Background: an optimization exercise with open tools, aiming at a short achievable clock period and few clock cycles. Do not read the settings as production practice.
RTL that was checked went through simulation tests only; none was proved equivalent to the original.
Function not checked in run 1: the RTL went through the layout flow alone.
Power figures rest on the tool's default switching activity, not on a simulated workload.

==> flow/design.v <==
package mipsPkg;
    typedef logic [31:0] wordT;
    typedef logic [29:0] wordAddrT;
    typedef logic [4:0]  regIdxT;
    typedef logic [15:0] immT;
    localparam wordT ResetPc = 32'h0000_0000;
    localparam int   NumRegs = 32;
    typedef enum logic [5:0] {
        opRtype = 6'h00,
        opJ     = 6'h02,
        opBeq   = 6'h04,
        opAddi  = 6'h08,
        opLw    = 6'h23,
        opSw    = 6'h2b
    } opcodeT;
    typedef enum logic [5:0] {
        fnAdd = 6'h20,
        fnSub = 6'h22,
        fnAnd = 6'h24,
        fnOr  = 6'h25,
        fnSlt = 6'h2a
    } functT;
    typedef enum logic [2:0] {
        aluAdd = 3'd0,
        aluSub = 3'd1,
        aluAnd = 3'd2,
        aluOr  = 3'd3,
        aluSlt = 3'd4
    } aluCtrlT;
    typedef enum logic [1:0] {
        fwdNone = 2'd0,
        fwdMem  = 2'd1,
        fwdWb   = 2'd2
    } fwdSelT;
    typedef struct packed {
        logic    regWrite;
        logic    memRead;
        logic    memWrite;
        logic    branch;
        logic    aluSrcImm;
        aluCtrlT aluCtrl;
    } ctrlT;
    typedef struct packed {
        wordT instr;
        wordT pcPlus4;
    } ifIdRegT;
    typedef struct packed {
        ctrlT   ctrl;
        regIdxT rs;
        regIdxT rt;
        regIdxT wsel;
        wordT   opA;
        wordT   opB;
        wordT   imm;
        wordT   branchTarget;
    } idExRegT;
    typedef struct packed {
        logic   regWrite;
        logic   memRead;
        logic   memWrite;
        logic   branch;
        logic   zero;
        wordT   aluOut;
        wordT   storeData;
        regIdxT wsel;
        wordT   branchTarget;
    } exMemRegT;
    typedef struct packed {
        logic   regWrite;
        logic   memRead;
        wordT   aluOut;
        wordT   loadData;
        regIdxT wsel;
    } memWbRegT;
endpackage
`timescale 1ns/1ns
module registerFile (
    input  logic        clk,
    input  logic        rst_n,
    input  logic [31:1] writeSel,
    input  logic [31:0] writeData,
    input  logic [31:1] readSelA,
    input  logic [31:1] readSelB,
    output logic [31:0] readA,
    output logic [31:0] readB
);
    logic [31:0] regs [1:31];
    always_ff @(posedge clk or negedge rst_n) begin
        if (!rst_n) begin
            for (int i = 1; i < 32; i++) begin
                regs[i] <= '0;
            end
        end else begin
            for (int i = 1; i < 32; i++) begin
                if (writeSel[i]) regs[i] <= writeData;
            end
        end
    end
    always_comb begin
        readA = '0;
        readB = '0;
        for (int i = 1; i < 32; i++) begin
            readA = readA | ({32{readSelA[i]}} & regs[i]);
            readB = readB | ({32{readSelB[i]}} & regs[i]);
        end
    end
endmodule
`timescale 1ns/1ns
module mipsPipeline (
    input  logic        clk,
    input  logic        rst_n,
    output logic [29:0] icacheAddr,
    input  logic [31:0] icacheRdata,
    input  logic        icacheStall,
    output logic        dcacheRen,
    output logic        dcacheWen,
    output logic [29:0] dcacheAddr,
    output logic [31:0] dcacheWdata,
    input  logic [31:0] dcacheRdata,
    input  logic        dcacheStall
);
    localparam logic [5:0] OpR = 6'h00, OpJ = 6'h02, OpBeq = 6'h04, OpAddi = 6'h08,
                           OpLw = 6'h23, OpSw = 6'h2b;
    localparam logic [5:0] FnAdd = 6'h20, FnSub = 6'h22, FnAnd = 6'h24, FnOr = 6'h25,
                           FnSlt = 6'h2a;
    logic freeze;
    assign freeze = icacheStall || dcacheStall;
    logic [29:0] pc;             
    logic        dValid;
    logic [31:0] dIns;
    logic [29:0] dBt;            
    logic [31:1] dRsSel, dRtSel;
    logic        eRegWrite, eRead, eWrite, eBeq;
    logic        eAdd, eSub, eAnd, eOr, eSlt;
    logic [4:0]  eWsel;
    logic [31:0] eA, eB, eS;
    logic [29:0] eBt;
    logic        mRegWrite, mRead, mWrite;
    logic [4:0]  mWsel;
    logic [31:1] mWsel1h;
    logic [31:0] mAlu, mSd;
    logic [31:0] wbData;
    logic [31:0] aluOut, logicOut, sum, diff;
    logic        lt;
    logic        stallD;
    logic        takenE;
    logic [29:0] pc1;
    logic        fJ, fBs;
    logic [29:0] fJt, fBt;
    logic [16:0] fBtLo;
    logic [13:0] fHi, fHiUp, fHiDn;
    logic [31:0] fRsSel, fRtSel;
    assign icacheAddr = pc;
    assign pc1 = pc + 30'd1;
    assign fJ  = (icacheRdata[31:26] == OpJ);
    assign fBs = (icacheRdata[31:26] == OpBeq) && (icacheRdata[25:21] == icacheRdata[20:16]);
    assign fJt = {pc1[29:26], icacheRdata[25:0]};
    logic [4:0] fNib0 [4];
    logic [4:0] fNib1 [4];
    logic [4:0] fCy;
    always_comb begin
        for (int k = 0; k < 4; k++) begin
            fNib0[k] = {1'b0, pc1[4*k +: 4]} + {1'b0, icacheRdata[4*k +: 4]};
            fNib1[k] = {1'b0, pc1[4*k +: 4]} + {1'b0, icacheRdata[4*k +: 4]} + 5'd1;
        end
        fCy[0] = 1'b0;
        for (int k = 0; k < 4; k++) begin
            fBtLo[4*k +: 4] = fCy[k] ? fNib1[k][3:0] : fNib0[k][3:0];
            fCy[k+1]        = fCy[k] ? fNib1[k][4] : fNib0[k][4];
        end
        fBtLo[16] = fCy[4];
    end
    assign fHi   = pc1[29:16];
    assign fHiUp = fHi + 14'd1;
    assign fHiDn = fHi - 14'd1;
    assign fBt[15:0]  = fBtLo[15:0];
    assign fBt[29:16] = icacheRdata[15] ? (fBtLo[16] ? fHi : fHiDn)
                                        : (fBtLo[16] ? fHiUp : fHi);
    always_comb begin
        fRsSel = '0;
        fRtSel = '0;
        fRsSel[icacheRdata[25:21]] = 1'b1;
        fRtSel[icacheRdata[20:16]] = 1'b1;
    end
    always_ff @(posedge clk or negedge rst_n) begin
        if (!rst_n) begin
            pc <= '0;
        end else if (!freeze) begin
            if (takenE)       pc <= eBt;
            else if (fJ)      pc <= fJt;
            else if (fBs)     pc <= fBt;
            else if (!stallD) pc <= pc1;
        end
    end
    always_ff @(posedge clk or negedge rst_n) begin
        if (!rst_n) begin
            dValid <= 1'b0;
        end else if (!freeze) begin
            if (takenE)       dValid <= 1'b0;
            else if (!stallD) dValid <= !(fJ || fBs);
        end
    end
    always_ff @(posedge clk) begin
        if (!freeze && !stallD) begin
            dIns   <= icacheRdata;
            dBt    <= fBt;
            dRsSel <= fRsSel[31:1];
            dRtSel <= fRtSel[31:1];
        end
    end
    logic [5:0]  op, fn;
    logic [4:0]  rs, rt, rd, wsel;
    logic [31:0] immExt;
    logic        isR, isAddi, isLw, isSw, isBeq, useImm;
    logic        regWrite, usesRs, usesRt;
    logic [31:0] regA, regB, valA, valB, nextA, nextB, nextS;
    assign op = dIns[31:26];
    assign fn = dIns[5:0];
    assign rs = dIns[25:21];
    assign rt = dIns[20:16];
    assign rd = dIns[15:11];
    assign immExt = {{16{dIns[15]}}, dIns[15:0]};
    assign isR    = dValid && (op == OpR) &&
                    (fn == FnAdd || fn == FnSub || fn == FnAnd || fn == FnOr || fn == FnSlt);
    assign isAddi = dValid && (op == OpAddi);
    assign isLw   = dValid && (op == OpLw);
    assign isSw   = dValid && (op == OpSw);
    assign isBeq  = dValid && (op == OpBeq);
    assign useImm = (op == OpAddi) || (op == OpLw) || (op == OpSw);
    assign wsel     = (op == OpR) ? rd : rt;
    assign regWrite = (isR || isAddi || isLw) && (wsel != 5'd0);
    assign usesRs   = isR || isAddi || isLw || isSw || isBeq;
    assign usesRt   = isR || isSw || isBeq;
    assign stallD = eRead && eRegWrite &&
                    ((usesRs && eWsel == rs) || (usesRt && eWsel == rt));
    registerFile registerFile_i (
        .clk       (clk),
        .rst_n     (rst_n),
        .writeSel  (mWsel1h),
        .writeData (wbData),
        .readSelA  (dRsSel),
        .readSelB  (dRtSel),
        .readA     (regA),
        .readB     (regB)
    );
    logic matchEA, matchEB, matchMA, matchMB;
    assign matchEA = eRegWrite && (eWsel == rs);
    assign matchEB = eRegWrite && (eWsel == rt);
    assign matchMA = mRegWrite && (mWsel == rs);
    assign matchMB = mRegWrite && (mWsel == rt);
    assign valA = matchMA ? wbData : regA;
    assign valB = matchMB ? wbData : regB;
    logic fwdB;
    assign fwdB  = !useImm && matchEB;
    assign nextA = ({32{matchEA && eAdd}} & sum) | ({32{matchEA && eSub}} & diff) |
                   {31'd0, matchEA && eSlt && lt} | (matchEA ? logicOut : valA);
    assign nextS = ({32{matchEB && eAdd}} & sum) | ({32{matchEB && eSub}} & diff) |
                   {31'd0, matchEB && eSlt && lt} | (matchEB ? logicOut : valB);
    assign nextB = ({32{fwdB && eAdd}} & sum) | ({32{fwdB && eSub}} & diff) |
                   {31'd0, fwdB && eSlt && lt} | (fwdB ? logicOut : (useImm ? immExt : valB));
    always_ff @(posedge clk or negedge rst_n) begin
        if (!rst_n) begin
            eRegWrite <= 1'b0;
            eRead     <= 1'b0;
            eWrite    <= 1'b0;
            eBeq      <= 1'b0;
        end else if (!freeze) begin
            if (takenE || stallD) begin
                eRegWrite <= 1'b0;
                eRead     <= 1'b0;
                eWrite    <= 1'b0;
                eBeq      <= 1'b0;
            end else begin
                eRegWrite <= regWrite;
                eRead     <= isLw;
                eWrite    <= isSw;
                eBeq      <= isBeq;
            end
        end
    end
    always_ff @(posedge clk) begin
        if (!freeze) begin
            eAdd  <= !isR || fn == FnAdd;
            eSub  <= isR && fn == FnSub;
            eAnd  <= isR && fn == FnAnd;
            eOr   <= isR && fn == FnOr;
            eSlt  <= isR && fn == FnSlt;
            eWsel <= wsel;
            eA    <= nextA;
            eB    <= nextB;
            eS    <= nextS;
            eBt   <= dBt;
        end
    end
    logic [31:0] opA, opB;
    logic [31:0] wsel1h;
    assign opA = eA;
    assign opB = eB;
    assign sum  = opA + opB;
    assign diff = opA - opB;
    assign lt   = (opA[31] != opB[31]) ? opA[31] : diff[31];
    assign logicOut = ({32{eAnd}} & (opA & opB)) | ({32{eOr}} & (opA | opB));
    assign aluOut   = ({32{eAdd}} & sum) | ({32{eSub}} & diff) | {31'd0, eSlt && lt} | logicOut;
    assign takenE = eBeq && (eA == eB);
    always_comb begin
        wsel1h = '0;
        wsel1h[eWsel] = eRegWrite;
    end
    always_ff @(posedge clk or negedge rst_n) begin
        if (!rst_n) begin
            mRegWrite <= 1'b0;
            mRead     <= 1'b0;
            mWrite    <= 1'b0;
            mWsel1h   <= '0;
        end else if (!freeze) begin
            mRegWrite <= eRegWrite;
            mRead     <= eRead;
            mWrite    <= eWrite;
            mWsel1h   <= wsel1h[31:1];
        end
    end
    always_ff @(posedge clk) begin
        if (!freeze) begin
            mWsel <= eWsel;
            mAlu  <= aluOut;
            mSd   <= eS;
        end
    end
    assign dcacheRen   = mRead;
    assign dcacheWen   = mWrite;
    assign dcacheAddr  = mAlu[31:2];
    assign dcacheWdata = mSd;
    assign wbData      = mRead ? dcacheRdata : mAlu;
endmodule
==> flow/flow/run.sh <==
#!/bin/bash
cp standard.sh standard_sh.txt
cp config.mk config_orig.txt
echo 'export ADDER_MAP_FILE =' >> config.mk
bash standard.sh > standard.log 2>&1
==> flow/standard.sh <==
#!/bin/bash
# synth_recipe.tcl (not shown) runs the flow's synth.tcl, then flattens the netlist and writes it again
# the make line also repeats each setting of config.mk as NAME=value (left out here)
make -C /OpenROAD-flow-scripts/flow DESIGN_CONFIG=/design/flow/config.mk WORK_HOME=/design/flow/orfs CLKGATE_MAP_FILE= SYNTH_SCRIPT=/design/flow/synth_recipe.tcl "${@:-finish}"
==> flow/config.mk <==
export PLATFORM = sky130hd
export DESIGN_NAME = mipsPipeline
export DESIGN_NICKNAME = mipsPipeline
export VERILOG_FILES = /design/flow/design.v
export SDC_FILE = /design/flow/constraint.sdc
export NUM_CORES = 4
export LEC_CHECK = 0
export CAP_MARGIN = 20
export CORE_MARGIN = 10
export CORE_UTILIZATION = 30
export PLACE_DENSITY = 0.4
export SETUP_SLACK_MARGIN = 5
export SLEW_MARGIN = 20
export ADDER_MAP_FILE =
==> flow/constraint.sdc <==
create_clock -name core_clock -period 8.0 [get_ports {clk}]
set_input_delay 1.6000 -clock core_clock [delete_from_list [all_inputs] [get_ports {clk}]]
set_output_delay 1.6000 -clock core_clock [all_outputs]
set_load 0.01 [all_outputs]
==> results.py, run 1 <==
metrics = {
    "setup_path": {
        "end_kind": "flip-flop",
        "worst_setup_sp_type": "input port",
        "path_max_fanout": 5,
        "crit_type": "in2reg",
        "crit_required_ns": 8.71,
        "rrSetupSlack_ns": 4.31,
        "crit_arrival_ns": 4.47,
    },
    "finish": {
        "layout_area_overhead_pct": 25.2,
        "layout.nets": 7356,
        "final-instance-count-excl-fill": 10400,
        "fillCellCount": 22300,
        "drive_gt1_share_pct": 20.8,
    },
    "synth": {
        "syn_area_sq_um": 68100,
        "synthesis.nets": 7078,
        "synth_cell_types": 100,
        "synth_compound_area_share_pct": 24.8,
        "synth_simple_gate_area_share_pct": 12.7,
        "synth_edf_count": 329,
        "post-synth-top-count-cell": "sky130_fd_sc_hd__nor2_1",
        "synth_largest_area_cell": "sky130_fd_sc_hd__dfrtp_1",
        "ys_seq_area_share_pct": 53.5,
        "post_synthesis_area_per_instance_sq_um": 9.72,
        "synth.mux.area_fraction_pct": 1.33,
        "synth_top_area_cells": "sky130_fd_sc_hd__dfrtp_1, sky130_fd_sc_hd__edfxtp_1, sky130_fd_sc_hd__a21oi_1",
        "ys.warnings.count": 5,
        "largest_family_of_logic_cells_by_synthesized_area": "compound AO/OA/AOI/OAI gates",
        "seq_cells_post_synth": 1390,
        "synthAdderAreaFrac_pct": 0.810,
        "synth_top_flop_cell": "sky130_fd_sc_hd__dfrtp_1",
        "synthXorXnorAreaFrac_pct": 2.43,
        "synth_common_cells": "sky130_fd_sc_hd__nor2_1, sky130_fd_sc_hd__a21oi_1, sky130_fd_sc_hd__dfrtp_1",
        "post_synth_inst_count": 7010,
        "yosys.area.top_type_share_pct": 39.0,
        "postSynth.asyncResetShare_pct": 76.3,
    },
    "routing": {
        "route.detailed.drc": 0,
        "routed_via_density": 6.24,
        "drt-wirelength-per-cell_um": 36.7,
        "dr_total_vias": 65100,
        "detailedRoute.firstIterationViolations": 10200,
        "route.antenna.remaining_nets": 0,
        "finalWirelength_mm": 383,
        "detail_route.first_pass.iterations": 8,
    },
    "floorplanning": {
        "ios": 162,
        "die_width_um": 497,
        "placementRows": 174,
        "die-area_sq_um": 247000,
        "core_region_sq_um": 225000,
        "die_h_um": 497,
        "floorplan.initialDensity_pct": 30.2,
    },
    "pwr": {
        "leakage_nw": 30.5,
        "total_power_mw": 18.1,
        "vdd_ir_drop_max_v": 0.000143,
        "cellPowerDensity_nw_per_um2": 212,
    },
    "outcome": {
        "run_status": "timing/DRC/antenna clean",
    },
    "grt": {
        "first_global_vias": 61600,
        "global_route_usage_sum_pct": 29.8,
        "grt_overflow_total": 0,
        "antenna_found_initial": 19,
        "grt_max_degree": 156,
        "grt_pass1_wl_mm": 518,
    },
    "place": {
        "dp.cells": 9696,
        "portbufs": 161,
        "globalplace.congestion": 0.866,
        "dp.final_hpwl_mm": 217,
    },
    "clock_tree": {
        "buffer_type_at_the_clock_tree_root": "sky130_fd_sc_hd__clkbuf_16",
        "clk_latency_ns": 0.86,
        "clk_pin_slew_worst_paths_ns": 0.06,
        "h-tree-depth": 4,
        "clock_sink_count": 1390,
        "cts_tree": "done",
        "cts.hold.buffers_added": 0,
        "cts-buffers-inserted": 168,
        "cts_buffer_depth": 3,
    },
    "sta": {
        "final.setup.tns_ns": 0,
        "layout_worst_path_cycle_share_pct": 47.1,
        "clock-skew-final_ns": 0.0353,
        "layout_min_cycle_time_ns": 3.76,
        "fmax_mhz": 266,
        "hold_viol_final": 0,
        "slew_headroom_pct": 20.9,
        "final_max_slew_viol_count": 0,
        "setup_repair_after_global_routing_missed_its_margin": "true",
        "setup-violations-final": 0,
        "worst-slew-pin-transition_ns": 1.19,
    },
    "flow_run": {
        "count_of_max_cap_constraint_violations": 0,
    },
    "min_path": {
        "hp-class": "reg2reg",
    },
}
[layer usage]
layer | vias to the layer above | share of wire [%] | GRT usage [%]
met2 | 4184 | 43 | 44.5
met5 | - | 0.024 | 0
met1 | 33200 | 41 | 39.9
met3 | 1026 | 10 | 7.45
met4 | 12 | 6.0 | 15.2
li1 | 26600 | - | -
[timing repair]
| action | CTS | global route |
|---|---|---|
| pin swaps | 159 | 174 |
| buffers inserted | 257 | 147 |
| endpoints found under the setup margin | 393 | 470 |
| cloned | 5 | 2 |
| hold endpoints to repair | 0 | 0 |
| resized for setup | 913 | 264 |
[cell families after synthesis]
logic type / after synthesis
AOI/OAI and AO/OA: 2526
and+or+nand+nor: 1997
DFF: 1390
buffers and inverters: 768
xor gates and xnor gates: 187
muxes: 88
adders and majority gates: 54
[area by class of cell]
| class | count | area [sq um] | share of cell area, % |
|---|---|---|---|
| timing repair buffer | 798 | 7210 | 8.45 |
| clock inverter | 70 | 913 | 1.07 |
| multi-input combinational | 4855 | 31700 | 37.2 |
| sequential | 1390 | 36600 | 42.9 |
| inverter | 75 | 319 | 0.374 |
| clock buffer | 235 | 4780 | 5.60 |
| tap | 2992 | 3740 | 4.39 |
| antenna | 5 | 12.5 | 0.0147 |
[critical path: stages]
cell and delay [ns]:
sky130_fd_sc_hd__buf_12 0.11, sky130_fd_sc_hd__xnor2_4 0.11, sky130_fd_sc_hd__or4b_4 0.50, sky130_fd_sc_hd__o311ai_4 0.11
sky130_fd_sc_hd__nand3b_4 0.15, sky130_fd_sc_hd__a31oi_4 0.22, sky130_fd_sc_hd__o211ai_4 0.15, sky130_fd_sc_hd__buf_6 0.17
sky130_fd_sc_hd__o2111a_2 0.32, sky130_fd_sc_hd__buf_12 0.15, sky130_fd_sc_hd__nor2_4 0.22, sky130_fd_sc_hd__buf_6 0.14
sky130_fd_sc_hd__nor2_4 0.03, sky130_fd_sc_hd__or3_4 0.33, sky130_fd_sc_hd__a21oi_2 0.12, sky130_fd_sc_hd__nor3_1 0.05
[cells in the final DEF, fill, tap and decap left out, types with 72 or more instances in the layout]
master and count:
sky130_fd_sc_hd__a22o_1 299, sky130_fd_sc_hd__edfxtp_1 329, sky130_fd_sc_hd__a21oi_1 1076, sky130_fd_sc_hd__nor2_1 1197
sky130_fd_sc_hd__nand3_1 111, sky130_fd_sc_hd__a222oi_1 72, sky130_fd_sc_hd__o21ai_0 86, sky130_fd_sc_hd__buf_4 480
sky130_fd_sc_hd__clkbuf_16 172, sky130_fd_sc_hd__nand4_1 135, sky130_fd_sc_hd__nand2_1 223, sky130_fd_sc_hd__a22oi_1 335
sky130_fd_sc_hd__a221oi_1 285, sky130_fd_sc_hd__dfrtp_1 1000, sky130_fd_sc_hd__xnor2_1 76, sky130_fd_sc_hd__buf_6 157
[worst paths after layout]
| path | from | end | cells past startpoint |
|---|---|---|---|
| max in group asynchronous | rst_n | registerFile_i.regs[24][8] | 3 |
| worst min-delay path | dBt[26] | eBt[26] | 0 |
| min in group asynchronous | rst_n | registerFile_i.regs[27][16] | 1 |
| worst max-delay path | icacheRdata[5] | pc[16] | 16 |
| worst min register to register | dBt[26] | eBt[26] | 0 |
| worst max register to register | eB[1] | eB[26] | 13 |
[through the flow]
step / setup WS [ns] / area (sq um) / util, % / hold WS, ns
2_1_floorplan: 3.79 / 68800 / - / 0.400
3_3_place_gp: 1.92 / 73600 / 32.7 / 0.401
3_5_place_dp: 1.97 / 73600 / 32.7 / 0.405
4_1_cts: 4.24 / 82900 / 36.8 / 0.415
5_1_grt: 4.19 / 85300 / 37.9 / 0.417
6_report: 4.24 / 85300 / 37.9 / 0.417
[where the power goes]
| part | internal, mW | switching, mW | leakage (nW) | total (mW) |
|---|---|---|---|---|
| Combinational | 1.00 | 1.36 | 15.1 | 2.36 |
| Clock | 4.69 | 3.35 | 2.77 | 8.04 |
| Sequential | 7.50 | 0.200 | 12.7 | 7.70 |
[flip-flops by register name (all words and copies together) (netlist names), 5 cells and up]
name / count
dRsSel: 31
pc: 30
mAlu: 32
registerFile_i.regs: 992
dBt: 30
dRtSel: 31
dIns: 32
eBt: 30
eWsel: 5
mWsel: 5
mWsel1h: 31
mSd: 32
eA: 32
eS: 32
eB: 32
==> run 2, diff against run 1 <==
--- a/flow/design.v
+++ b/flow/design.v
@@ -108,2 +108,38 @@
 `timescale 1ns/1ns
+module addKS #(
+    parameter int W = 32,
+    parameter int L = 5             
+) (
+    input  logic [W-1:0] a,
+    input  logic [W-1:0] b,
+    input  logic         cin,
+    output logic [W-1:0] s,
+    output logic         cout
+);
+    logic [W-1:0] p;
+    logic [W-1:0] g [L+1];
+    logic [W-1:0] t [L+1];
+    always_comb begin
+        p    = a ^ b;
+        g[0] = a & b;
+        t[0] = p;
+        for (int l = 0; l < L; l++) begin
+            for (int i = 0; i < W; i++) begin
+                if (i >= (1 << l)) begin
+                    g[l+1][i] = g[l][i] | (t[l][i] & g[l][i - (1 << l)]);
+                    t[l+1][i] = t[l][i] & t[l][i - (1 << l)];
+                end else begin
+                    g[l+1][i] = g[l][i];
+                    t[l+1][i] = t[l][i];
+                end
+            end
+        end
+        s[0] = p[0] ^ cin;
+        for (int i = 1; i < W; i++) begin
+            s[i] = p[i] ^ (g[L][i-1] | (t[L][i-1] & cin));
+        end
+        cout = g[L][W-1] | (t[L][W-1] & cin);
+    end
+endmodule
+`timescale 1ns/1ns
 module mipsPipeline (
@@ -157,17 +193,5 @@
     assign fJt = {pc1[29:26], icacheRdata[25:0]};
-    logic [4:0] fNib0 [4];
-    logic [4:0] fNib1 [4];
-    logic [4:0] fCy;
-    always_comb begin
-        for (int k = 0; k < 4; k++) begin
-            fNib0[k] = {1'b0, pc1[4*k +: 4]} + {1'b0, icacheRdata[4*k +: 4]};
-            fNib1[k] = {1'b0, pc1[4*k +: 4]} + {1'b0, icacheRdata[4*k +: 4]} + 5'd1;
-        end
-        fCy[0] = 1'b0;
-        for (int k = 0; k < 4; k++) begin
-            fBtLo[4*k +: 4] = fCy[k] ? fNib1[k][3:0] : fNib0[k][3:0];
-            fCy[k+1]        = fCy[k] ? fNib1[k][4] : fNib0[k][4];
-        end
-        fBtLo[16] = fCy[4];
-    end
+    addKS #(.W(16), .L(4)) addBt_i (
+        .a(pc1[15:0]), .b(icacheRdata[15:0]), .cin(1'b0), .s(fBtLo[15:0]), .cout(fBtLo[16])
+    );
     assign fHi   = pc1[29:16];
@@ -298,4 +322,4 @@
     assign opB = eB;
-    assign sum  = opA + opB;
-    assign diff = opA - opB;
+    addKS addSum_i  (.a(opA), .b(opB),  .cin(1'b0), .s(sum),  .cout());
+    addKS addDiff_i (.a(opA), .b(~opB), .cin(1'b1), .s(diff), .cout());
     assign lt   = (opA[31] != opB[31]) ? opA[31] : diff[31];
==> flow/run.sh (new file) <==
#!/bin/bash
# synth_recipe.tcl (not shown) runs the flow's synth.tcl, then flattens the netlist and writes it again
# the make line also repeats each setting of config.mk as NAME=value (left out here)
make -C /OpenROAD-flow-scripts/flow DESIGN_CONFIG=/design/flow/config.mk WORK_HOME=/design/flow/orfs CLKGATE_MAP_FILE= SYNTH_SCRIPT=/design/flow/synth_recipe.tcl finish
--- a/flow/config.mk
+++ b/flow/config.mk
@@ -13,2 +13 @@
 export SLEW_MARGIN = 20
-export ADDER_MAP_FILE =
removed: flow/flow/run.sh
removed: flow/standard.sh
==> results.py, run 2 <==
metrics = {
    "synth": {
        "synth.mux.area_fraction_pct": 1.40,
        "syn_area_sq_um": 68700,
        "synth_common_cells": "sky130_fd_sc_hd__nor2_1, sky130_fd_sc_hd__a21oi_1, sky130_fd_sc_hd__dfrtp_1",
        "synthAdderAreaFrac_pct": 2.31,
        "synth_top_flop_cell": "sky130_fd_sc_hd__dfrtp_1",
        "largest_family_of_logic_cells_by_synthesized_area": "compound AO/OA/AOI/OAI gates",
        "post_synth_inst_count": 7040,
        "synthXorXnorAreaFrac_pct": 1.30,
        "synthesis.nets": 7233,
        "synth_compound_area_share_pct": 24.7,
        "synth_top_area_cells": "sky130_fd_sc_hd__dfrtp_1, sky130_fd_sc_hd__edfxtp_1, sky130_fd_sc_hd__a21oi_1",
        "post-synth-top-count-cell": "sky130_fd_sc_hd__nor2_1",
        "synth_largest_area_cell": "sky130_fd_sc_hd__dfrtp_1",
        "yosys.area.top_type_share_pct": 38.7,
        "ys_seq_area_share_pct": 53.0,
        "synth_cell_types": 87,
        "postSynth.asyncResetShare_pct": 76.3,
        "synth_simple_gate_area_share_pct": 12.8,
        "post_synthesis_area_per_instance_sq_um": 9.76,
        "ys.warnings.count": 9,
        "synth_edf_count": 329,
        "seq_cells_post_synth": 1390,
    },
    "sta": {
        "fmax_mhz": 268,
        "setup_repair_after_global_routing_missed_its_margin": "true",
        "final.setup.tns_ns": 0,
        "layout_worst_path_cycle_share_pct": 46.7,
        "final_max_slew_viol_count": 0,
        "worst-slew-pin-transition_ns": 1.22,
        "clock-skew-final_ns": 0.0419,
        "layout_min_cycle_time_ns": 3.73,
        "slew_headroom_pct": 18.8,
        "setup-violations-final": 0,
        "hold_viol_final": 0,
    },
    "clock_tree": {
        "cts_buffer_depth": 3,
        "cts.hold.buffers_added": 0,
        "buffer_type_at_the_clock_tree_root": "sky130_fd_sc_hd__clkbuf_16",
        "cts-buffers-inserted": 166,
        "h-tree-depth": 4,
        "clock_sink_count": 1390,
        "clk_latency_ns": 0.85,
        "clk_pin_slew_worst_paths_ns": 0.06,
        "cts_tree": "done",
    },
    "setup_path": {
        "worst_path_dominant_cell_family": "simple AND/OR/NAND/NOR gates",
        "crit_type": "reg2reg",
        "critical-path-max-stage-delay_ns": 0.44,
        "critical_path.cell_chain": "ha_4 > nand4_4 > nor2_4 > nand2_4 > nor2_4 > xor2_4 > ha_4 > a21oi_4 > o211ai_1 > a221oi_2 > and3_4 > buf_6 > buf_6 > o2111ai_4 > o31ai_4 > buf_6 > nor3b_4 > mux2i_1 > nand3_1",
        "cp_common_cell": "sky130_fd_sc_hd__buf_6",
        "path_max_fanout": 5,
        "critical_path.slowest_cell": "sky130_fd_sc_hd__dfrtp_2",
        "crit_required_ns": 8.71,
        "crit_arrival_ns": 4.45,
        "cp_num_buf_inv": 3,
        "end_kind": "flip-flop",
        "worst_setup_sp_type": "flip-flop",
    },
    "pwr": {
        "total_power_mw": 19.7,
        "leakage_nw": 31.4,
        "vdd_ir_drop_max_v": 0.000179,
        "cellPowerDensity_nw_per_um2": 230,
    },
    "floorplanning": {
        "core_region_sq_um": 227000,
        "die-area_sq_um": 248000,
        "die_h_um": 498,
        "floorplan.initialDensity_pct": 30.2,
        "ios": 162,
        "die_width_um": 498,
        "placementRows": 175,
    },
    "routing": {
        "route.antenna.remaining_nets": 0,
        "route.detailed.drc": 0,
        "detail_route.first_pass.iterations": 10,
        "dr_total_vias": 65600,
        "drt-wirelength-per-cell_um": 37.0,
        "detailedRoute.firstIterationViolations": 9916,
        "routed_via_density": 6.28,
        "finalWirelength_mm": 387,
    },
    "finish": {
        "max_flop_register": "registerFile_i.regs",
        "layout_area_overhead_pct": 24.5,
        "final-instance-count-excl-fill": 10400,
        "mostFrequentLayoutCells": "sky130_fd_sc_hd__nor2_1, sky130_fd_sc_hd__a21oi_1, sky130_fd_sc_hd__dfrtp_1, sky130_fd_sc_hd__buf_4, sky130_fd_sc_hd__edfxtp_1",
        "layout.nets": 7480,
        "finish.instance_area_sq_um": 85500,
        "layout_commonest_cell": "sky130_fd_sc_hd__nor2_1",
        "drive_gt1_share_pct": 19.8,
        "largest_register_ffs": 992,
        "fillCellCount": 22600,
    },
    "grt": {
        "global_route_usage_sum_pct": 29.5,
        "grt_max_degree": 134,
        "antenna_found_initial": 16,
        "grt_overflow_total": 0,
        "grt_pass1_wl_mm": 522,
        "first_global_vias": 61200,
    },
    "place": {
        "dp.cells": 9792,
        "dp.final_hpwl_mm": 222,
        "placed_area_sq_um": 74500,
        "portbufs": 161,
        "globalplace.congestion": 0.872,
    },
    "flow_run": {
        "count_of_max_cap_constraint_violations": 0,
    },
    "outcome": {
        "run_status": "timing/DRC/antenna clean",
    },
    "min_path": {
        "hp-class": "reg2reg",
    },
}
## run 2: layout make-up
cell class                      count  area, sq um  share of cell area, %
Clock inverter                     74          917                   1.07
Timing Repair Buffer              720         6280                   7.35
Sequential cell                  1390        36600                   42.8
Inverter                          132          534                  0.625
Antenna cell                        7         17.5                 0.0205
Multi-Input combinational cell   4876        32600                   38.1
Tap cell                         3009         3760                   4.40
Timing Repair inverter              1         16.3                 0.0190
Clock buffer                      234         4780                   5.59
## run 2: power by group
| part | internal, mW | switching (mW) | leakage, nW |
|---|---|---|---|
| combinational | 1.25 | 1.75 | 15.3 |
| sequential | 7.94 | 0.621 | 13.2 |
| clock | 4.78 | 3.32 | 2.79 |
## run 2: kinds of logic (layout without fill, tap and decap cells)
family / Yosys count / count (layout)
AO/OA/AOI/OAI: 2553 / 2553
AND/OR/NAND/NOR: 1994 / 2003
flip-flops: 1390 / 1390
buffers and inverters: 783 / 1161
adder cells (fa/ha/maj): 125 / 125
XOR/XNOR: 102 / 102
multiplexers: 93 / 93
other: 0 / 7
## run 2: what timing repair did
item / in CTS / in global routing
buffers inserted: 173 / 149
setup endpoints to repair: 603 / 362
gates cloned: 9 / 3
pin swaps: 96 / 134
resized for setup: 841 / 317
## run 2: path summary, 6_finish.rpt
kind	cells after the start	to	slack, ns	start
max reg2reg	19	pc[26]	4.27	pc[0]
max	19	pc[26]	4.27	pc[0]
min in group asynchronous	1	registerFile_i.regs[26][26]	0.82	rst_n
min reg2reg	0	eBt[20]	0.41	dBt[20]
max in group asynchronous	3	registerFile_i.regs[26][5]	5.65	rst_n
min	0	eBt[20]	0.41	dBt[20]
## run 2: layer usage
layer / up-vias / wire (um) / GRT usage, % / share of wire [%]
met5: - / 93 / 0 / 0.024
met4: 8 / 22600 / 14.0 / 5.9
met3: 1020 / 41400 / 7.62 / 11
met2: 4369 / 163000 / 43.3 / 42
met1: 33400 / 159000 / 40.3 / 41
li1: 26800 / - / - / -
## run 2: through the flow
| stage | hold WS, ns | utilization (%) | setup WS, ns |
|---|---|---|---|
| 5_1_grt | 0.423 | 37.6 | 4.08 |
| 2_1_floorplan | 0.400 | - | 4.00 |
| 3_5_place_dp | 0.405 | 32.8 | 2.91 |
| 4_1_cts | 0.417 | 36.5 | 4.27 |
| 3_3_place_gp | 0.402 | 32.7 | 2.89 |
| 6_report | 0.408 | 37.6 | 4.27 |
Testbench counts of run 2, summed over its fixed seeds: cycles 159,099.
==> run 3, diff against run 2 <==
--- a/flow/design.v
+++ b/flow/design.v
@@ -168,3 +168,4 @@
     logic [31:1] dRsSel, dRtSel;
-    logic        eRegWrite, eRead, eWrite, eBeq;
+    logic        eRegWrite, eRead, eWrite, eBeq;    
+    logic        eELoad;                            
     logic        eAdd, eSub, eAnd, eOr, eSlt;
@@ -173,8 +174,11 @@
     logic [29:0] eBt;
-    logic        mRegWrite, mRead, mWrite;
+    logic        mRegWrite, mRead;
     logic [4:0]  mWsel;
     logic [31:1] mWsel1h;
-    logic [31:0] mAlu, mSd;
+    logic [31:0] mAlu;
+    logic        pRen, pWen;
+    logic [29:0] pAddr;
+    logic [31:0] pWdata;
     logic [31:0] wbData;
-    logic [31:0] aluOut, logicOut, sum, diff;
+    logic [31:0] aluOut, logicOut, sum, diff, eLoadData;
     logic        lt;
@@ -274,2 +278,4 @@
     assign matchMB = mRegWrite && (mWsel == rt);
+    logic early;
+    assign early = (isLw || (isSw && !matchEB)) && (rs == 5'd0) && !(eRead || eWrite);
     assign valA = matchMA ? wbData : regA;
@@ -279,7 +285,10 @@
     assign nextA = ({32{matchEA && eAdd}} & sum) | ({32{matchEA && eSub}} & diff) |
-                   {31'd0, matchEA && eSlt && lt} | (matchEA ? logicOut : valA);
+                   {31'd0, matchEA && eSlt && lt} | ({32{matchEA}} & eLoadData) |
+                   (matchEA ? logicOut : valA);
     assign nextS = ({32{matchEB && eAdd}} & sum) | ({32{matchEB && eSub}} & diff) |
-                   {31'd0, matchEB && eSlt && lt} | (matchEB ? logicOut : valB);
+                   {31'd0, matchEB && eSlt && lt} | ({32{matchEB}} & eLoadData) |
+                   (matchEB ? logicOut : valB);
     assign nextB = ({32{fwdB && eAdd}} & sum) | ({32{fwdB && eSub}} & diff) |
-                   {31'd0, fwdB && eSlt && lt} | (fwdB ? logicOut : (useImm ? immExt : valB));
+                   {31'd0, fwdB && eSlt && lt} | ({32{fwdB}} & eLoadData) |
+                   (fwdB ? logicOut : (useImm ? immExt : valB));
     always_ff @(posedge clk or negedge rst_n) begin
@@ -289,2 +298,3 @@
             eWrite    <= 1'b0;
+            eELoad    <= 1'b0;
             eBeq      <= 1'b0;
@@ -295,2 +305,3 @@
                 eWrite    <= 1'b0;
+                eELoad    <= 1'b0;
                 eBeq      <= 1'b0;
@@ -298,4 +309,5 @@
                 eRegWrite <= regWrite;
-                eRead     <= isLw;
-                eWrite    <= isSw;
+                eRead     <= isLw && !early;
+                eWrite    <= isSw && !early;
+                eELoad    <= isLw && early;
                 eBeq      <= isBeq;
@@ -304,5 +316,30 @@
     end
+    always_ff @(posedge clk or negedge rst_n) begin
+        if (!rst_n) begin
+            pRen <= 1'b0;
+            pWen <= 1'b0;
+        end else if (!freeze) begin
+            if (eRead || eWrite) begin
+                pRen <= eRead;
+                pWen <= eWrite;
+            end else begin
+                pRen <= isLw && early && !takenE && !stallD;
+                pWen <= isSw && early && !takenE && !stallD;
+            end
+        end
+    end
+    always_ff @(posedge clk) begin
+        if (!freeze) begin
+            if (eRead || eWrite) begin
+                pAddr  <= aluOut[31:2];
+                pWdata <= eS;
+            end else begin
+                pAddr  <= immExt[31:2];
+                pWdata <= valB;
+            end
+        end
+    end
     always_ff @(posedge clk) begin
         if (!freeze) begin
-            eAdd  <= !isR || fn == FnAdd;
+            eAdd  <= isR ? fn == FnAdd : !(isLw && early);
             eSub  <= isR && fn == FnSub;
@@ -327,2 +364,3 @@
     assign aluOut   = ({32{eAdd}} & sum) | ({32{eSub}} & diff) | {31'd0, eSlt && lt} | logicOut;
+    assign eLoadData = {32{eELoad}} & dcacheRdata;
     assign takenE = eBeq && (eA == eB);
@@ -336,3 +374,2 @@
             mRead     <= 1'b0;
-            mWrite    <= 1'b0;
             mWsel1h   <= '0;
@@ -341,3 +378,2 @@
             mRead     <= eRead;
-            mWrite    <= eWrite;
             mWsel1h   <= wsel1h[31:1];
@@ -348,10 +384,9 @@
             mWsel <= eWsel;
-            mAlu  <= aluOut;
-            mSd   <= eS;
+            mAlu  <= aluOut | eLoadData;
         end
     end
-    assign dcacheRen   = mRead;
-    assign dcacheWen   = mWrite;
-    assign dcacheAddr  = mAlu[31:2];
-    assign dcacheWdata = mSd;
+    assign dcacheRen   = pRen;
+    assign dcacheWen   = pWen;
+    assign dcacheAddr  = pAddr;
+    assign dcacheWdata = pWdata;
     assign wbData      = mRead ? dcacheRdata : mAlu;
==> flow/flow/run.sh (new file) <==
#!/bin/bash
cp standard.sh standard_sh.txt
cp config.mk config_orig.txt
echo 'export ADDER_MAP_FILE =' >> config.mk
bash standard.sh > standard.log 2>&1
==> flow/standard.sh (new file) <==
#!/bin/bash
# synth_recipe.tcl (not shown) runs the flow's synth.tcl, then flattens the netlist and writes it again
# the make line also repeats each setting of config.mk as NAME=value (left out here)
make -C /OpenROAD-flow-scripts/flow DESIGN_CONFIG=/design/flow/config.mk WORK_HOME=/design/flow/orfs CLKGATE_MAP_FILE= SYNTH_SCRIPT=/design/flow/synth_recipe.tcl "${@:-finish}"
--- a/flow/config.mk
+++ b/flow/config.mk
@@ -13 +13,2 @@
 export SLEW_MARGIN = 20
+export ADDER_MAP_FILE =
removed: flow/run.sh
==> results.py, run 3 <==
metrics = {
    "floorplanning": {
        "floorplan.initialDensity_pct": 30.1,
        "die_width_um": 503,
        "die-area_sq_um": 253000,
        "placementRows": 177,
        "core_region_sq_um": 233000,
        "ios": 162,
        "die_h_um": 503,
    },
    "finish": {
        "fillCellCount": 23100,
        "layout_area_overhead_pct": 25.7,
        "drive_gt1_share_pct": 21.7,
        "mostFrequentLayoutCells": "sky130_fd_sc_hd__nor2_1, sky130_fd_sc_hd__a21oi_1, sky130_fd_sc_hd__dfrtp_1, sky130_fd_sc_hd__buf_4, sky130_fd_sc_hd__a22o_1",
        "largest_register_ffs": 992,
        "layout.nets": 7595,
        "layout.core_utilization_pct": 37.9,
        "final-instance-count-excl-fill": 10700,
        "max_flop_register": "registerFile_i.regs",
        "finish.instance_area_sq_um": 88100,
        "layout_commonest_cell": "sky130_fd_sc_hd__nor2_1",
    },
    "routing": {
        "dr_total_vias": 67300,
        "finalWirelength_mm": 399,
        "route.antenna.remaining_nets": 0,
        "route.detailed.drc": 0,
        "drt-wirelength-per-cell_um": 37.2,
        "routed_via_density": 6.29,
        "detailedRoute.firstIterationViolations": 10500,
        "detail_route.first_pass.iterations": 9,
    },
    "synth": {
        "synthesis.nets": 7260,
        "yosys.area.top_type_share_pct": 38.0,
        "synth_largest_area_cell": "sky130_fd_sc_hd__dfrtp_1",
        "synth_common_cells": "sky130_fd_sc_hd__nor2_1, sky130_fd_sc_hd__a21oi_1, sky130_fd_sc_hd__dfrtp_1",
        "ys_seq_area_share_pct": 53.4,
        "synth_edf_count": 359,
        "seq_cells_post_synth": 1422,
        "synth_top_area_cells": "sky130_fd_sc_hd__dfrtp_1, sky130_fd_sc_hd__edfxtp_1, sky130_fd_sc_hd__a21oi_1",
        "synth_cell_types": 107,
        "ys.warnings.count": 9,
        "postSynth.asyncResetShare_pct": 74.8,
        "post_synthesis_area_per_instance_sq_um": 9.74,
        "post-synth-top-count-cell": "sky130_fd_sc_hd__nor2_1",
        "synth_top_flop_cell": "sky130_fd_sc_hd__dfrtp_1",
        "syn_area_sq_um": 70100,
        "post_synth_inst_count": 7192,
    },
    "sta": {
        "setup_repair_after_global_routing_missed_its_margin": "true",
        "final_max_slew_viol_count": 0,
        "fmax_mhz": 266,
        "hold-worst-slack_ns": 0.398,
        "slew_headroom_pct": 11.8,
        "layout_min_cycle_time_ns": 3.76,
        "hold_viol_final": 0,
        "final.setup.worst_slack_ns": 4.24,
        "setup-violations-final": 0,
        "clock-skew-final_ns": 0.0347,
        "final.setup.tns_ns": 0,
        "layout_worst_path_cycle_share_pct": 47.0,
        "worst-slew-pin-transition_ns": 1.31,
    },
    "grt": {
        "grt_overflow_total": 0,
        "antenna_found_initial": 18,
        "global_route_usage_sum_pct": 30.1,
        "grt_max_degree": 152,
        "first_global_vias": 63500,
        "grt_pass1_wl_mm": 537,
    },
    "clock_tree": {
        "clk_pin_slew_worst_paths_ns": 0.06,
        "cts.hold.buffers_added": 0,
        "clk_latency_ns": 0.85,
        "h-tree-depth": 4,
        "clock_sink_count": 1422,
        "cts-buffers-inserted": 172,
        "cts_tree": "done",
        "cts_buffer_depth": 3,
        "buffer_type_at_the_clock_tree_root": "sky130_fd_sc_hd__clkbuf_16",
    },
    "min_path": {
        "min_delay_path_depth": 0,
        "worstHoldStart": "dBt[4]",
        "hp-class": "reg2reg",
        "hold_path_end": "eBt[4]",
    },
    "setup_path": {
        "crit_arrival_ns": 4.35,
        "rrSetupSlack_ns": 4.24,
        "worst-r2r-cell-count": 8,
        "worst_setup_sp_type": "flip-flop",
        "path_max_fanout": 18,
        "end_kind": "flip-flop",
        "reg2reg_to": "eA[28]",
        "crit_type": "reg2reg",
        "crit_required_ns": 8.59,
        "startpoint_of_the_lowest_slack_register_to_register_path": "dRsSel[20]",
    },
    "pwr": {
        "clock_power_share_pct": 43.2,
        "netSwitchingFraction_pct": 28.7,
        "p_switching_mw": 5.41,
        "leakage_nw": 30.2,
        "vdd_ir_drop_max_v": 0.000164,
        "share_of_power_burned_in_combinational_logic_pct": 15.1,
        "total_power_mw": 18.8,
        "cellPowerDensity_nw_per_um2": 214,
        "power_frac_seq_pct": 41.6,
        "p_int_mw": 13.4,
    },
    "place": {
        "portbufs": 161,
        "placed_area_sq_um": 75800,
        "dp.cells": 9957,
        "dp.final_hpwl_mm": 222,
        "globalplace.congestion": 0.870,
        "dp_worst_setup_slack_ns": 2.54,
    },
    "outcome": {
        "run_status": "timing/DRC/antenna clean",
    },
    "flow_run": {
        "count_of_max_cap_constraint_violations": 0,
    },
}
==> run 3: cell types whose count changed in the layout (fill, tap and decap cells not counted), moves of 38 or more <==
cell and delta:
sky130_fd_sc_hd__a22oi_1 -110, sky130_fd_sc_hd__buf_4 +79, sky130_fd_sc_hd__nand2_1 +106, sky130_fd_sc_hd__xnor2_1 +39, sky130_fd_sc_hd__a22o_1 +69, sky130_fd_sc_hd__nand3_1 -38
sky130_fd_sc_hd__ha_4 -42, sky130_fd_sc_hd__o21ai_0 -52, sky130_fd_sc_hd__ha_1 -72, sky130_fd_sc_hd__a221oi_1 +55
==> run 3: kinds of logic after synthesis <==
family,after synthesis,synth area share [%]
buf+inv,763,4.17
simple gates,2095,12.9
mux,102,1.53
xor+xnor,192,2.48
flops,1422,53.4
fa+ha+maj,41,0.597
compound gates,2577,25.0
==> run 3: how the worst max path moves through the flow <==
stage	startpoint	cells past startpoint	slack, ns	endpoint
floorplan	dcacheStall	4	3.63	dBt[0]
global placement	icacheRdata[31]	13	2.45	pc[13]
detailed placement	icacheRdata[11]	13	2.54	pc[19]
CTS	eA[3]	13	4.32	eB[31]
global route	eB[2]	14	4.18	eB[31]
finish	dRsSel[20]	8	4.24	eA[28]
==> run 3: worst max-delay path: stages, from the launching register on <==
cell and delay (ns):
sky130_fd_sc_hd__edfxtp_1 0.37, sky130_fd_sc_hd__buf_4 0.31, sky130_fd_sc_hd__buf_4 0.42, sky130_fd_sc_hd__a22o_1 0.32, sky130_fd_sc_hd__a221oi_1 0.22, sky130_fd_sc_hd__nand4_1 0.12, sky130_fd_sc_hd__nor3_1 1.06, sky130_fd_sc_hd__mux2i_1 0.25
sky130_fd_sc_hd__mux2_2 0.36
==> run 3: area by class of cell <==
class | count | area, sq um | share of cell area, %
tap | 3043 | 3810 | 4.32
clock buffer | 243 | 4870 | 5.53
sequential | 1422 | 37500 | 42.6
antenna | 4 | 10.0 | 0.0114
inverter | 90 | 377 | 0.428
clock inverter | 69 | 805 | 0.913
timing repair buffer | 822 | 7330 | 8.32
multi-input combinational | 5019 | 33300 | 37.8
==> run 3: layer usage <==
metal / share of wire [%] / GRT usage (%) / up-vias
li1: - / - / 27500
met1: 41 / 40.0 / 34500
met2: 43 / 44.6 / 4259
met3: 10 / 8.35 / 1050
met4: 6.0 / 15.3 / 18
met5: 0.031 / 0 / -
==> run 3: power by group through the flow <==
stage	registers (mW)	clock network [mW]	logic [mW]
floorplan	7.93	0	1.12
global placement	8.06	0	2.06
detailed placement	8.06	0	2.06
CTS	7.84	8.26	2.56
global route	7.86	8.54	2.94
finish	7.85	8.15	2.85
==> run 3: what timing repair did <==
action / in CTS / in global routing
gates resized for setup: 1042 / 253
endpoints found under the setup margin: 611 / 454
gates cloned: 15 / 6
pin swaps: 186 / 133
setup buffers: 308 / 110
Testbench counts of run 3, summed over its fixed seeds: cycles 155,364.
==> run 4, diff against run 3 <==
--- a/flow/design.v
+++ b/flow/design.v
@@ -143,2 +143,60 @@
 endmodule
+module aluFwd (
+    input  logic [31:0] a,
+    input  logic [31:0] b,           
+    input  logic        bInv,        
+    input  logic        opArith,     
+    input  logic        opAnd,
+    input  logic        opOr,
+    input  logic        opSlt,
+    input  logic [31:0] loadData,    
+    input  logic        selA,
+    input  logic        selB,
+    input  logic        selS,
+    input  logic        invNext,     
+    input  logic [31:0] altA,
+    input  logic [31:0] altB,        
+    input  logic [31:0] altS,
+    output logic [31:0] res,
+    output logic [31:0] nextA,
+    output logic [31:0] nextB,
+    output logic [31:0] nextS,
+    output logic        eq
+);
+    logic [31:0] sum, early;
+    logic        lt;
+    logic [31:0] p;
+    logic [31:0] g [6];
+    logic [31:0] t [6];
+    always_comb begin
+        p    = a ^ b;
+        g[0] = a & b;
+        t[0] = p;
+        for (int l = 0; l < 5; l++) begin
+            for (int i = 0; i < 32; i++) begin
+                if (i >= (1 << l)) begin
+                    g[l+1][i] = g[l][i] | (t[l][i] & g[l][i - (1 << l)]);
+                    t[l+1][i] = t[l][i] & t[l][i - (1 << l)];
+                end else begin
+                    g[l+1][i] = g[l][i];
+                    t[l+1][i] = t[l][i];
+                end
+            end
+        end
+        sum[0] = p[0] ^ bInv;
+        for (int i = 1; i < 32; i++) begin
+            sum[i] = p[i] ^ (g[5][i-1] | (t[5][i-1] & bInv));
+        end
+    end
+    assign lt    = (a[31] == b[31]) ? a[31] : sum[31];
+    assign early = ({32{opAnd}} & (a & b)) | ({32{opOr}} & (a | b)) | loadData;
+    assign res   = ({32{opArith}} & sum) | {31'd0, opSlt && lt} | early;
+    assign nextA = ({32{selA && opArith}} & sum) | {31'd0, selA && opSlt && lt} |
+                   (selA ? early : altA);
+    assign nextB = (({32{selB && opArith}} & sum) | {31'd0, selB && opSlt && lt} |
+                    (selB ? early : 32'd0)) ^ {32{selB && invNext}} | (selB ? 32'd0 : altB);
+    assign nextS = ({32{selS && opArith}} & sum) | {31'd0, selS && opSlt && lt} |
+                   (selS ? early : altS);
+    assign eq = (a == b);
+endmodule
 `timescale 1ns/1ns
@@ -166,3 +224,3 @@
     logic [31:0] dIns;
-    logic [29:0] dBt;            
+    logic [29:0] dPc1;
     logic [31:1] dRsSel, dRtSel;
@@ -170,3 +228,3 @@
     logic        eELoad;                            
-    logic        eAdd, eSub, eAnd, eOr, eSlt;
+    logic        eArith, eInv, eAnd, eOr, eSlt;
     logic [4:0]  eWsel;
@@ -182,11 +240,12 @@
     logic [31:0] wbData;
-    logic [31:0] aluOut, logicOut, sum, diff, eLoadData;
-    logic        lt;
+    logic [31:0] aluOut;
     logic        stallD;
+    logic        takenD;
     logic        takenE;
+    logic [29:0] dBt;
     logic [29:0] pc1;
-    logic        fJ, fBs;
+    logic        fJ, fBs, fShort;
     logic [29:0] fJt, fBt;
-    logic [16:0] fBtLo;
-    logic [13:0] fHi, fHiUp, fHiDn;
+    logic [5:0]  fBtLo;
+    logic [24:0] fHi, fHiUp, fHiDn;
     logic [31:0] fRsSel, fRtSel;
@@ -197,11 +256,10 @@
     assign fJt = {pc1[29:26], icacheRdata[25:0]};
-    addKS #(.W(16), .L(4)) addBt_i (
-        .a(pc1[15:0]), .b(icacheRdata[15:0]), .cin(1'b0), .s(fBtLo[15:0]), .cout(fBtLo[16])
-    );
-    assign fHi   = pc1[29:16];
-    assign fHiUp = fHi + 14'd1;
-    assign fHiDn = fHi - 14'd1;
-    assign fBt[15:0]  = fBtLo[15:0];
-    assign fBt[29:16] = icacheRdata[15] ? (fBtLo[16] ? fHi : fHiDn)
-                                        : (fBtLo[16] ? fHiUp : fHi);
+    assign fShort = (icacheRdata[15:5] == 11'h000) || (icacheRdata[15:5] == 11'h7ff);
+    assign fBtLo  = {1'b0, pc1[4:0]} + {1'b0, icacheRdata[4:0]};
+    assign fHi    = pc1[29:5];
+    assign fHiUp  = fHi + 25'd1;
+    assign fHiDn  = fHi - 25'd1;
+    assign fBt[4:0]  = fBtLo[4:0];
+    assign fBt[29:5] = icacheRdata[15] ? (fBtLo[5] ? fHi : fHiDn)
+                                       : (fBtLo[5] ? fHiUp : fHi);
     always_comb begin
@@ -216,6 +274,7 @@
         end else if (!freeze) begin
-            if (takenE)       pc <= eBt;
-            else if (fJ)      pc <= fJt;
-            else if (fBs)     pc <= fBt;
-            else if (!stallD) pc <= pc1;
+            if (takenE)             pc <= eBt;
+            else if (takenD)        pc <= dBt;
+            else if (fJ)            pc <= fJt;
+            else if (fBs && fShort) pc <= fBt;
+            else if (!stallD)       pc <= pc1;
         end
@@ -226,4 +285,4 @@
         end else if (!freeze) begin
-            if (takenE)       dValid <= 1'b0;
-            else if (!stallD) dValid <= !(fJ || fBs);
+            if (takenE || takenD) dValid <= 1'b0;
+            else if (!stallD)     dValid <= !(fJ || (fBs && fShort));
         end
@@ -233,3 +292,3 @@
             dIns   <= icacheRdata;
-            dBt    <= fBt;
+            dPc1   <= pc1;
             dRsSel <= fRsSel[31:1];
@@ -255,3 +314,5 @@
     assign isSw   = dValid && (op == OpSw);
-    assign isBeq  = dValid && (op == OpBeq);
+    assign isBeq  = dValid && (op == OpBeq) && (rs != rt);
+    assign takenD = dValid && (op == OpBeq) && (rs == rt);
+    assign dBt    = dPc1 + immExt[29:0];
     assign useImm = (op == OpAddi) || (op == OpLw) || (op == OpSw);
@@ -283,12 +344,5 @@
     logic fwdB;
-    assign fwdB  = !useImm && matchEB;
-    assign nextA = ({32{matchEA && eAdd}} & sum) | ({32{matchEA && eSub}} & diff) |
-                   {31'd0, matchEA && eSlt && lt} | ({32{matchEA}} & eLoadData) |
-                   (matchEA ? logicOut : valA);
-    assign nextS = ({32{matchEB && eAdd}} & sum) | ({32{matchEB && eSub}} & diff) |
-                   {31'd0, matchEB && eSlt && lt} | ({32{matchEB}} & eLoadData) |
-                   (matchEB ? logicOut : valB);
-    assign nextB = ({32{fwdB && eAdd}} & sum) | ({32{fwdB && eSub}} & diff) |
-                   {31'd0, fwdB && eSlt && lt} | ({32{fwdB}} & eLoadData) |
-                   (fwdB ? logicOut : (useImm ? immExt : valB));
+    assign fwdB = !useImm && matchEB;
+    logic invB;
+    assign invB = isR && (fn == FnSub || fn == FnSlt);
     always_ff @(posedge clk or negedge rst_n) begin
@@ -343,4 +397,4 @@
         if (!freeze) begin
-            eAdd  <= isR ? fn == FnAdd : !(isLw && early);
-            eSub  <= isR && fn == FnSub;
+            eArith <= isR ? (fn == FnAdd || fn == FnSub) : !(isLw && early);
+            eInv   <= isR && (fn == FnSub || fn == FnSlt);
             eAnd  <= isR && fn == FnAnd;
@@ -355,13 +409,27 @@
     end
-    logic [31:0] opA, opB;
     logic [31:0] wsel1h;
-    assign opA = eA;
-    assign opB = eB;
-    addKS addSum_i  (.a(opA), .b(opB),  .cin(1'b0), .s(sum),  .cout());
-    addKS addDiff_i (.a(opA), .b(~opB), .cin(1'b1), .s(diff), .cout());
-    assign lt   = (opA[31] != opB[31]) ? opA[31] : diff[31];
-    assign logicOut = ({32{eAnd}} & (opA & opB)) | ({32{eOr}} & (opA | opB));
-    assign aluOut   = ({32{eAdd}} & sum) | ({32{eSub}} & diff) | {31'd0, eSlt && lt} | logicOut;
-    assign eLoadData = {32{eELoad}} & dcacheRdata;
-    assign takenE = eBeq && (eA == eB);
+    logic eqE;
+    aluFwd aluFwd_i (
+        .a        (eA),
+        .b        (eB),
+        .bInv     (eInv),
+        .opArith  (eArith),
+        .opAnd    (eAnd),
+        .opOr     (eOr),
+        .opSlt    (eSlt),
+        .loadData ({32{eELoad}} & dcacheRdata),
+        .selA     (matchEA),
+        .selB     (fwdB),
+        .selS     (matchEB),
+        .altA     (valA),
+        .invNext  (invB),
+        .altB     (useImm ? immExt : (invB ? ~valB : valB)),
+        .altS     (valB),
+        .res      (aluOut),
+        .nextA    (nextA),
+        .nextB    (nextB),
+        .nextS    (nextS),
+        .eq       (eqE)
+    );
+    assign takenE = eBeq && eqE;
     always_comb begin
@@ -384,3 +452,3 @@
             mWsel <= eWsel;
-            mAlu  <= aluOut | eLoadData;
+            mAlu  <= aluOut;
         end
--- a/flow/config.mk
+++ b/flow/config.mk
@@ -13,2 +13,4 @@
 export SLEW_MARGIN = 20
+export SYNTH_HIERARCHICAL = 1
+export SYNTH_MINIMUM_KEEP_SIZE = 0
 export ADDER_MAP_FILE =
==> results.py, run 4 <==
metrics = {
    "outcome": {
        "run_status": "timing/DRC/antenna clean",
    },
    "setup_path": {
        "cp_num_buf_inv": 1,
        "critical_path_cell_count": 10,
        "critical_path.cell_chain": "buf_8 > nand4_1 > or3_4 > a211o_4 > or4_4 > nor3_4 > mux2i_2 > a21oi_2 > mux2i_1 > a31oi_1",
        "crit_arrival_ns": 4.31,
        "path_max_fanout": 4,
        "startpoint_of_the_lowest_slack_register_to_register_path": "eB[17]",
        "critical-path-max-stage-delay_ns": 0.54,
        "end_kind": "flip-flop",
        "reg2reg_to": "pc[26]",
        "worst_setup_sp_type": "input port",
        "crit_type": "in2reg",
        "worst_path_dominant_cell_family": "simple AND/OR/NAND/NOR gates",
        "worst-r2r-cell-count": 12,
        "crit_required_ns": 8.68,
        "rrSetupSlack_ns": 4.54,
        "critical_path.slowest_cell": "sky130_fd_sc_hd__or4_4",
    },
    "finish": {
        "max_flop_register": "registerFile_i.regs",
        "final-instance-count-excl-fill": 10200,
        "finish.instance_area_sq_um": 91700,
        "layout_commonest_cell": "sky130_fd_sc_hd__mux2_2",
        "fillCellCount": 24100,
        "layout_area_overhead_pct": 23.3,
        "largest_register_ffs": 992,
        "mostFrequentLayoutCells": "sky130_fd_sc_hd__mux2_2, sky130_fd_sc_hd__dfrtp_1, sky130_fd_sc_hd__a22oi_1, sky130_fd_sc_hd__buf_4, sky130_fd_sc_hd__edfxtp_1",
        "layout.core_utilization_pct": 37.2,
        "drive_gt1_share_pct": 38.0,
        "layout.nets": 6839,
    },
    "floorplanning": {
        "floorplan.initialDensity_pct": 30.2,
        "ios": 162,
        "die_width_um": 518,
        "core_region_sq_um": 246000,
        "die-area_sq_um": 268000,
        "placementRows": 182,
        "die_h_um": 518,
    },
    "clock_tree": {
        "cts-buffers-inserted": 170,
        "clk_latency_ns": 0.82,
        "cts.hold.buffers_added": 0,
        "cts_tree": "done",
        "cts_buffer_depth": 3,
        "clk_pin_slew_worst_paths_ns": 0.06,
        "buffer_type_at_the_clock_tree_root": "sky130_fd_sc_hd__clkbuf_16",
        "clock_sink_count": 1422,
        "h-tree-depth": 4,
    },
    "grt": {
        "grt_pass1_wl_mm": 451,
        "antenna_found_initial": 4,
        "first_global_vias": 59200,
        "global_route_usage_sum_pct": 22.6,
        "grt_overflow_total": 0,
        "grt_max_degree": 150,
    },
    "synth": {
        "synth_top_area_cells": "sky130_fd_sc_hd__dfrtp_1, sky130_fd_sc_hd__mux2_2, sky130_fd_sc_hd__edfxtp_1",
        "synth_compound_area_share_pct": 17.4,
        "ys.warnings.count": 12,
        "synthXorXnorAreaFrac_pct": 2.74,
        "postSynth.asyncResetShare_pct": 74.8,
        "synthesis.nets": 6609,
        "synth_common_cells": "sky130_fd_sc_hd__dfrtp_1, sky130_fd_sc_hd__mux2_2, sky130_fd_sc_hd__a22oi_1",
        "post_synthesis_area_per_instance_sq_um": 11.4,
        "seq_cells_post_synth": 1422,
        "largest_family_of_logic_cells_by_synthesized_area": "compound AO/OA/AOI/OAI gates",
        "synth_cell_types": 99,
        "post_synth_inst_count": 6541,
        "synth_edf_count": 359,
        "synthAdderAreaFrac_pct": 0.383,
        "synth.mux.area_fraction_pct": 16.3,
        "yosys.area.top_type_share_pct": 35.8,
        "post-synth-top-count-cell": "sky130_fd_sc_hd__dfrtp_1",
        "syn_area_sq_um": 74400,
        "ys_seq_area_share_pct": 50.3,
        "synth_largest_area_cell": "sky130_fd_sc_hd__dfrtp_1",
        "synth_top_flop_cell": "sky130_fd_sc_hd__dfrtp_1",
        "synth_simple_gate_area_share_pct": 8.88,
    },
    "sta": {
        "layout_min_cycle_time_ns": 3.62,
        "setup-violations-final": 0,
        "setup_repair_after_global_routing_missed_its_margin": "true",
        "slew_headroom_pct": 23.1,
        "final_max_slew_viol_count": 0,
        "worst-slew-pin-transition_ns": 1.15,
        "final.setup.tns_ns": 0,
        "final.setup.worst_slack_ns": 4.38,
        "layout_worst_path_cycle_share_pct": 45.3,
        "hold_viol_final": 0,
        "hold-worst-slack_ns": 0.493,
        "fmax_mhz": 276,
        "clock-skew-final_ns": 0.0344,
    },
    "routing": {
        "route.antenna.remaining_nets": 0,
        "route.detailed.drc": 0,
        "finalWirelength_mm": 325,
        "detail_route.first_pass.iterations": 7,
        "detailedRoute.firstIterationViolations": 6058,
        "drt-wirelength-per-cell_um": 31.8,
        "dr_total_vias": 59600,
        "routed_via_density": 5.83,
    },
    "pwr": {
        "vdd_ir_drop_max_v": 0.000219,
        "leakage_nw": 37.0,
        "cellPowerDensity_nw_per_um2": 224,
        "total_power_mw": 20.6,
    },
    "place": {
        "dp.final_hpwl_mm": 200,
        "dp_worst_setup_slack_ns": 2.63,
        "dp.cells": 9533,
        "portbufs": 161,
        "globalplace.congestion": 0.844,
        "placed_area_sq_um": 79200,
    },
    "min_path": {
        "min_delay_path_depth": 2,
        "hp-class": "reg2reg",
        "worstHoldStart": "mRegWrite",
        "hold_path_end": "mRegWrite",
    },
    "flow_run": {
        "count_of_max_cap_constraint_violations": 0,
    },
}
[run 4: cell types whose count changed in the layout (fill, tap and decap cells not counted), sizes merged, moves of 45 or more]
cell and delta:
a21oi -914, a221oi -300, a22o -299, a22oi +577, buf -167, clkinvlp +45, mux2 +996, nand2 -98
nand3 +110, nor2 -917, nor3 -73, or4 +70
[run 4: kinds of logic after synthesis]
| family | Yosys count |
|---|---|
| buffers and inverters | 767 |
| AO/OA/AOI/OAI | 1723 |
| AND/OR/NAND/NOR | 1287 |
| XOR/XNOR | 233 |
| multiplexers | 1081 |
| flip-flops | 1422 |
| adder cells (fa/ha/maj) | 28 |
[run 4: timing repair]
| item | 4_1_cts | 5_1_grt |
|---|---|---|
| gates cloned | 20 | 15 |
| gates resized for setup | 1117 | 289 |
| buffers inserted | 248 | 93 |
| pin swaps | 236 | 128 |
| endpoints found under the setup margin | 927 | 812 |
[run 4: final cells by class]
type / instances / area (sq um) / area share (%)
sequential: 1422 / 37500 / 40.9
tap: 3312 / 4140 / 4.52
timing repair buffer: 662 / 6170 / 6.73
clock inverter: 63 / 612 / 0.667
antenna: 2 / 5.00 / 0.00546
inverter: 138 / 637 / 0.695
timing repair inverter: 23 / 163 / 0.177
clock buffer: 249 / 5050 / 5.51
multi-input combinational: 4354 / 37400 / 40.8
[run 4: per-module statistics from Yosys, one instance, submodules excluded]
module	times used	cells inside
registerFile	1	3670
mipsPipeline	1	2130
aluFwd	1	741
[run 4: worst max-delay path by stage]
stage | start | to | slack, ns
6_report | icacheRdata[5] | pc[23] | 4.38
5_1_grt | icacheRdata[7] | pc[23] | 4.39
4_1_cts | icacheRdata[7] | pc[23] | 4.52
3_5_place_dp | icacheRdata[0] | pc[17] | 2.63
3_3_place_gp | icacheRdata[0] | pc[17] | 2.70
2_1_floorplan | dcacheStall | pRen | 3.52
[run 4: worst register-to-register path: cells and delay by family, from the launching register on]
| family | cells | cell delay, ns |
|---|---|---|
| buffers and inverters | 3 | 0.50 |
| XOR/XNOR | 1 | 0.54 |
| flip-flops | 1 | 0.49 |
| AND/OR/NAND/NOR | 5 | 0.95 |
| AO/OA/AOI/OAI | 2 | 0.60 |
| multiplexers | 1 | 0.26 |
[run 4: per-layer routing]
metal  global-route usage [%]  wire length (um)  vias to the layer above  share of wire, %
met1                     30.8            143000                    31500                44
met5                        0                13                        -            0.0040
li1                         -                 -                    25500                 -
met2                     36.2            151000                     2115                46
met3                     3.10             16500                      563               5.1
met4                     8.96             15200                        2               4.7
[run 4: power breakdown]
| group | leakage, nW | internal [mW] | switching, mW |
|---|---|---|---|
| Clock | 2.79 | 4.69 | 3.31 |
| Combinational | 17.0 | 1.63 | 2.45 |
| Sequential | 17.2 | 8.03 | 0.463 |
Testbench counts of run 4, summed over its fixed seeds: cycles 155,364.

[afterwards: timing with drivers on the ports]
Ports are ideal in the flow. The routed layouts listed here were re-timed in OpenROAD. Step 1 (the two cells are an assumption about what drives the block):
set clk [get_ports {clk}]
set_driving_cell -lib_cell sky130_fd_sc_hd__clkbuf_16 $clk
set_driving_cell -lib_cell sky130_fd_sc_hd__buf_2 [delete_from_list [all_inputs] $clk]
Step 2 adds t to the input delays and takes it off the output delays; t is the mean of the earliest and latest rising clock arrival at the registers after step 1. Input paths then give back, and output paths get back, about the clock's delay inside the block. Slacks: no drivers / after step 1 / after step 2; pairs: no drivers / after step 1.
run	t (ns)	slack for setup (ns)	hold WS [ns]
run 1	0.925	4.236 / 4.273 / 3.348	0.417 / 0.417 / 0.417
run 2	0.918	4.265 / 4.265 / 3.481	0.408 / 0.408 / 0.408
run 3	0.927	4.238 / 4.238 / 3.543	0.398 / 0.398 / 0.398
run 4	0.905	4.376 / 4.418 / 3.514	0.493 / 0.493 / 0.493
After both steps every run listed still meets setup and hold. The setup slack of run 1, which loses most, moves by +0.037 ns with the drivers and by -0.888 ns with both steps.
